What follows belongs to an exercise in optimizing a design on an open flow for small area and a short achievable clock period; a production flow would make more cautious choices.
Where RTL was checked, it was by simulation tests only, not by an equivalence proof against the original.
Power figures rest on the tool's default switching activity, not on a simulated workload.

== the reference run ==
// echo_train_gen
module echo_train_gen #(
  parameter int N_ECHO  = 5,
  parameter int DW      = 10,
  parameter int CNT_W   = 16,
  parameter int PERIOD  = 200,
  parameter int NOISE_W = 4
) (
  input  logic                          clk,
  input  logic                          reset,
  input  logic                          start,
  input  logic                          stop,
  input  logic                          mode,
  input  logic                          noise_en,
  input  logic [8*(N_ECHO+1)-1:0]       amp_i,
  input  logic [CNT_W*(N_ECHO+1)-1:0]   delay_i,
  output logic [DW-1:0]                 sum_o,
  output logic [7:0]                    start_o,
  output logic                          busy,
  output logic                          frame_o
);
  localparam int NP = N_ECHO + 1;
  logic             run_q;
  logic             last_q;
  logic             first_q;
  logic [7:0]       cnt_q;
  logic [15:0]      lfsr_q;
  logic [DW-1:0]    sum_q;
  logic [7:0]       st_q;
  logic             frame_q;
  logic [7:0]       amp_q [NP];
  logic [7:0]       pos_q [NP];
  logic [7:0]       sb_q  [NP];
  logic [7:0]       h1_q  [NP];
  logic [7:0]       h2_q  [NP];
  logic             hc_q  [NP];
  logic [10:0]      y1_q, y2_q, y3_q;
  logic [7:0]       p0_q;
  logic go, ld;
  assign go = run_q && !stop;
  assign ld = !run_q || last_q;
  logic [7:0] sb_d [NP];
  for (genvar k = 0; k < NP; k++) begin : g_shape
    logic [7:0] u;
  ...
export LEC_CHECK = 0
export ABC_AREA = 1
export CAP_MARGIN = 20
export CORE_MARGIN = 2
export CORE_UTILIZATION = 40
export SETUP_SLACK_MARGIN = 5
export SLEW_MARGIN = 20
create_clock -name core_clock -period 10.5 [get_ports {clk}]
standard.sh (not shown) runs the stock make flow with config.mk's settings and CLKGATE_MAP_FILE= SYNTH_SCRIPT=/design/flow/synth_recipe.tcl, a recipe that flattens the netlist after the stock synthesis.
==> flow/flow/run.sh <==
#!/bin/bash
set -euo pipefail
MARGIN=${MARGIN:-7}
PORTBUF=${PORTBUF:-sky130_fd_sc_hd__buf_1}
sed -e "s/SETUP_SLACK_MARGIN=[0-9.]*/SETUP_SLACK_MARGIN=$MARGIN/" \
    -e "s/\"\${@:-finish}\"/BUFFER_PORTS_ARGS='-buffer_cell $PORTBUF' \"\${@:-finish}\"/" \
    standard.sh > standard_flow.sh
bash standard_flow.sh > standard.log 2>&1
The final layout from the reference run, which completed every stage, passed the timing, design-rule and antenna checks at the end of the flow.
Input-level comparison between the trial run and the reference run:
--- a/flow/config.mk
+++ b/flow/config.mk
@@ -8 +7,0 @@
-export ABC_AREA = 1
@@ -11 +10 @@
-export CORE_UTILIZATION = 40
+export CORE_UTILIZATION = 60
Results
- Post-synthesis simple-gate area fraction (lower): the reference run
- Compared with the reference run, the trial run ends up with less cell area.
- Looking at worst hold slack, the trial run sits above the reference run.

* * *

== v6 ==
echo_train_gen again, from the RTL that the note above started with.
Settings: LEC_CHECK=0, CAP_MARGIN=20, CORE_MARGIN=2, CORE_UTILIZATION=40, SETUP_SLACK_MARGIN=5, SLEW_MARGIN=20; clock period 10.5 ns.
Scripts as last shown in full above: flow/flow/run.sh
The final layout from v6, which completed every stage, passed the timing, design-rule and antenna checks at the end of the flow.
--- input diff v6..v7 ---
# v6
export LEC_CHECK = 0
export CAP_MARGIN = 20
export CORE_MARGIN = 2
export CORE_UTILIZATION = 40
export SETUP_SLACK_MARGIN = 5
export SLEW_MARGIN = 20
create_clock -name core_clock -period 10.5 [get_ports {clk}]
# v7
export LEC_CHECK = 0
export CAP_MARGIN = 20
export CORE_MARGIN = 2
export CORE_UTILIZATION = 40
export CTS_BUF_LIST = sky130_fd_sc_hd__clkbuf_8
export CTS_CLUSTER_SIZE = 30
export SETUP_SLACK_MARGIN = 5
export SLEW_MARGIN = 20
create_clock -name core_clock -period 10.5 [get_ports {clk}]
Findings:
| cell area | v7 vs v6 | ≈ equal |. Compared with v6, in v7 part of the power in registers comparable; core utilization did not really move; part of the total power dissipated in the clock network decreased 0.2 points.

* * *

echo_train_gen, a different RTL version from the one above (not shown whole).
Size: ~2400 cells after synthesis, ~0.024 mm^2 of cells after synthesis.
==> flow/design.v (excerpt) <==
module echo_train_gen #(
  parameter int N_ECHO  = 5,
  parameter int DW      = 10,
  parameter int CNT_W   = 16,
  parameter int PERIOD  = 200,
  parameter int NOISE_W = 4
) (
  input  logic                          clk,
  input  logic                          reset,
  input  logic                          start,
  input  logic                          stop,
  input  logic                          mode,
  input  logic                          noise_en,
  input  logic [8*(N_ECHO+1)-1:0]       amp_i,
  input  logic [CNT_W*(N_ECHO+1)-1:0]   delay_i,
  output logic [DW-1:0]                 sum_o,
  output logic [7:0]                    start_o,
  output logic                          busy,
  output logic                          frame_o
);
export LEC_CHECK = 0
export CAP_MARGIN = 20
export CORE_MARGIN = 2
export CORE_UTILIZATION = 40
export SETUP_SLACK_MARGIN = 5
export SLEW_MARGIN = 20
create_clock -name core_clock -period 10.5 [get_ports {clk}]
==> flow/flow/run.sh <==
#!/bin/bash
set -euo pipefail
MARGIN=${MARGIN:-7}
sed "s/SETUP_SLACK_MARGIN=[0-9.]*/SETUP_SLACK_MARGIN=$MARGIN/" standard.sh > standard_margin.sh
bash standard_margin.sh > standard.log 2>&1
Rerun with:
==> flow/run.sh (new file) <==
#!/bin/bash
# synth_recipe.tcl (not shown) runs the flow's synth.tcl, then flattens the netlist and writes it again
# the make line also repeats each setting of config.mk as NAME=value (left out here)
make -C /OpenROAD-flow-scripts/flow DESIGN_CONFIG=/design/flow/config.mk WORK_HOME=/design/flow/orfs CLKGATE_MAP_FILE= SYNTH_SCRIPT=/design/flow/synth_recipe.tcl finish
removed: flow/flow/run.sh
removed: flow/standard.sh
Effect: The changed run ran to the end with no violations; setup slack degrades by 0.65 ns; synthesized area is unchanged; wire length barely changes; core utilization shrinks by 1.1 points; power came out lower by 1.1%; fmax falls by 15%.
Rerun with:
- CORE_UTILIZATION: 40 -> 60
- The changed run completed with no timing, DRC or antenna violations
- power came out lower by 0.86%
- setup slack gets better by 0.032 ns
- fmax goes up by 0.75%
- first-iteration DRC count came out higher by 0.62%
No run of this note included a check of the RTL's function; only the layout flow was run.

* * *

Another version of the RTL of echo_train_gen (not shown whole).
Size: roughly 2100 cells after synthesis, about 170 I/O pins.
==> flow/config.mk <==
export PLATFORM = sky130hd
export DESIGN_NAME = echo_train_gen
export DESIGN_NICKNAME = echo_train_gen
export VERILOG_FILES = /design/flow/design.v
export SDC_FILE = /design/flow/constraint.sdc
export NUM_CORES = 4
export LEC_CHECK = 0
export CAP_MARGIN = 20
export CORE_MARGIN = 2
export CORE_UTILIZATION = 50
export CTS_CLUSTER_DIAMETER = 120
export CTS_CLUSTER_SIZE = 25
export PLACE_DENSITY = 0.8
export SETUP_SLACK_MARGIN = 5
export SLEW_MARGIN = 20
==> flow/constraint.sdc <==
create_clock -name core_clock -period 10.5 [get_ports {clk}]
set_input_delay 2.1000 -clock core_clock [delete_from_list [all_inputs] [get_ports {clk}]]
set_output_delay 2.1000 -clock core_clock [all_outputs]
set_load 0.01 [all_outputs]
==> flow/flow/run.sh <==
#!/bin/bash
set -euo pipefail
MARGIN=${MARGIN:-7.0}
PORTBUF=${PORTBUF:-sky130_fd_sc_hd__buf_1}
sed -e "s/SETUP_SLACK_MARGIN=[0-9.]*/SETUP_SLACK_MARGIN=$MARGIN/" \
    -e "s/\"\${@:-finish}\"/BUFFER_PORTS_ARGS='-buffer_cell $PORTBUF' \"\${@:-finish}\"/" \
    standard.sh > standard_flow.sh
RES="$PWD/orfs/results/sky130hd/echo_train_gen/base"
bash standard_flow.sh "$RES/1_2_yosys.v" > synth.log 2>&1
cp "$RES/1_2_yosys.v" "$RES/1_2_yosys_standard.v"
python3 flow/polarity.py "$RES/1_2_yosys_standard.v" "$RES/1_2_yosys.v" > polarity.log 2>&1
bash standard_flow.sh > standard.log 2>&1
Other scripts of this flow, unchanged in this note and not shown: flow/flow/polarity.py
Edit:
--- a/flow/flow/run.sh
+++ b/flow/flow/run.sh
@@ -3 +3 @@
-MARGIN=${MARGIN:-7.0}
+MARGIN=${MARGIN:-7.2}
What happened: Critical path depth went up by 4. Power went up by 1.4%. Clock-buffer cell count does not change. Fmax went up by 2.6%. Routed wire length went up by 2.8%. Final cell count went up by 0.55%. Non-clock buffer count went up by 15. Sequential cell count is unchanged.

* * *

## run A
Another version of the RTL of echo_train_gen (not shown whole).
For scale: roughly 2,400 cells after synthesis, ~310 flip-flops, about 23,000 um^2 of cells after synthesis.
export LEC_CHECK = 0
export CAP_MARGIN = 20
export CORE_MARGIN = 2
export CORE_UTILIZATION = 40
export CTS_CLUSTER_DIAMETER = 100
export CTS_CLUSTER_SIZE = 30
export PLACE_DENSITY = 0.8
export SETUP_SLACK_MARGIN = 5
export SLEW_MARGIN = 20
create_clock -name core_clock -period 10.5 [get_ports {clk}]
==> flow/flow/run.sh <==
#!/bin/bash
set -euo pipefail
MARGIN=${MARGIN:-7}
PORTBUF=${PORTBUF:-sky130_fd_sc_hd__buf_1}
sed -e "s/SETUP_SLACK_MARGIN=[0-9.]*/SETUP_SLACK_MARGIN=$MARGIN/" \
    -e "s/\"\${@:-finish}\"/BUFFER_PORTS_ARGS='-buffer_cell $PORTBUF' \"\${@:-finish}\"/" \
    standard.sh > standard_flow.sh
bash standard_flow.sh > standard.log 2>&1
diff inputs: run A => run B
- PLACE_DENSITY no longer set, was 0.8
- CTS_CLUSTER_DIAMETER no longer set, was 100
- CTS_CLUSTER_SIZE no longer set, was 30
[summary]
Compared with run A, in run B design internal power saw an increase, relative area change from synthesis to final layout increased by 2.4 points relative to the old numbers. Reported for run B and run A, remaining global-route overflow turned out identical to the last digit.
The inputs of run C differ from those of run B as listed below.
- CTS_CLUSTER_SIZE now 30, previously not set
- CAP_MARGIN now 0, was 20
- CTS_CLUSTER_DIAMETER now 100, previously not set
- SLEW_MARGIN now 0, was 20
==> summary.txt <==
Slew at the pin closest to its max-slew limit, run C and run B, lower one = run C.
Compared with run B, run C shows total power after layout that has gone down by more than 10%.
Between run B and run C, the routed wire length per instance figures differ only marginally.
Run C — ratio of routed vias to standard cells about 0.34% higher, run B as reference
Modified inputs, run D compared to run C
- a change of CAP_MARGIN from 0 to 20
- an added GPL_TIMING_DRIVEN of 0
- a change of SLEW_MARGIN from 0 to 20
Notes after the runs:
Run D: number of resized instances in the post-cts repair step higher than run C
Re post-layout utilization of the core: run C was lower than run D.
[compare] base=run C new=run D: post-route total power +2.3%, hold slack decreased 0.017 ns.
Run C and run D ended up with roughly the same worst stage delay on the critical path.
Relative to run D, the following input files were edited for run E:
- removing GPL_TIMING_DRIVEN (formerly 0)
Results
- For the share of cell area taken by multi-input logic gates, run E came in 0.63 points higher than run D did.
- Run E has part of the power in combinational logic below what run D had.
- Diff run D -> run E: actual transition at the worst max-transition pin decreased 0.15 ns; hold slack increased 0.017 ns; maximum fanout along the worst path decreased 3.
- Diff run D -> run E | amount of wire on met2 after detailed routing | decrease of 9.0%
- The setup slack of run E is higher than that of run D.
- Compared with run D, run E improves power consumption.
- In run E, final cell utilization of the core is lower than in run D.

[static timing again, ports no longer ideal]
In the flow no input, the clock included, has a driving cell. The finished layouts below were timed again as built, in two steps. Step 1 sets driving cells, clkbuf_16 on the clock port and buf_2 on the other inputs (assumed; they add their load-dependent delay and slew). Step 2 moves the port delays by t, midway between the first and last clock arrival at a register: inputs arrive t later, outputs are due t later. That takes back most of the time a late clock gives input paths. Three values: ideal ports, drivers, drivers and shift; two values: the first two.
| run | shift t [ns] | slack for setup (ns) | hold slack, ns | worst data-port slew with drivers (ns) |
|---|---|---|---|---|
| the reference run | 0.633 | 7.009 / 7.009 / 6.913 | 0.325 / 0.325 / 0.325 | 0.05 |
| the trial run | 0.613 | 7.070 / 7.042 / 6.545 | 0.331 / 0.331 / 0.331 | 0.04 |
| v6 | 0.613 | 7.077 / 7.046 / 6.567 | 0.336 / 0.336 / 0.336 | 0.06 |
| v7 | 0.703 | 7.078 / 7.073 / 6.572 | 0.338 / 0.338 / 0.338 | 0.06 |
| the first run of note 3 | 0.602 | 6.767 / 6.790 / 6.188 | 0.444 / 0.444 / 0.444 | 0.07 |
| the second run of note 3 | 0.611 | 6.122 / 6.159 / 5.548 | 0.453 / 0.453 / 0.453 | 0.05 |
| the third run of note 3 | 0.607 | 6.155 / 6.183 / 5.576 | 0.434 / 0.434 / 0.434 | 0.05 |
| the first run of note 4 | 0.575 | 7.082 / 7.082 / 6.669 | 0.335 / 0.335 / 0.335 | 0.06 |
| the second run of note 4 | 0.583 | 7.168 / 7.168 / 6.763 | 0.326 / 0.326 / 0.326 | 0.05 |
| run A | 0.601 | 7.076 / 7.076 / 6.678 | 0.339 / 0.339 / 0.339 | 0.07 |
| run B | 0.598 | 7.057 / 7.057 / 6.664 | 0.333 / 0.333 / 0.333 | 0.05 |
| run C | 0.597 | 7.052 / 7.052 / 6.664 | 0.346 / 0.346 / 0.346 | 0.05 |
| run D | 0.599 | 7.028 / 7.028 / 6.566 | 0.329 / 0.329 / 0.329 | 0.05 |
| run E | 0.597 | 7.052 / 7.052 / 6.664 | 0.346 / 0.346 / 0.346 | 0.05 |
After both steps every run listed still meets setup and hold.
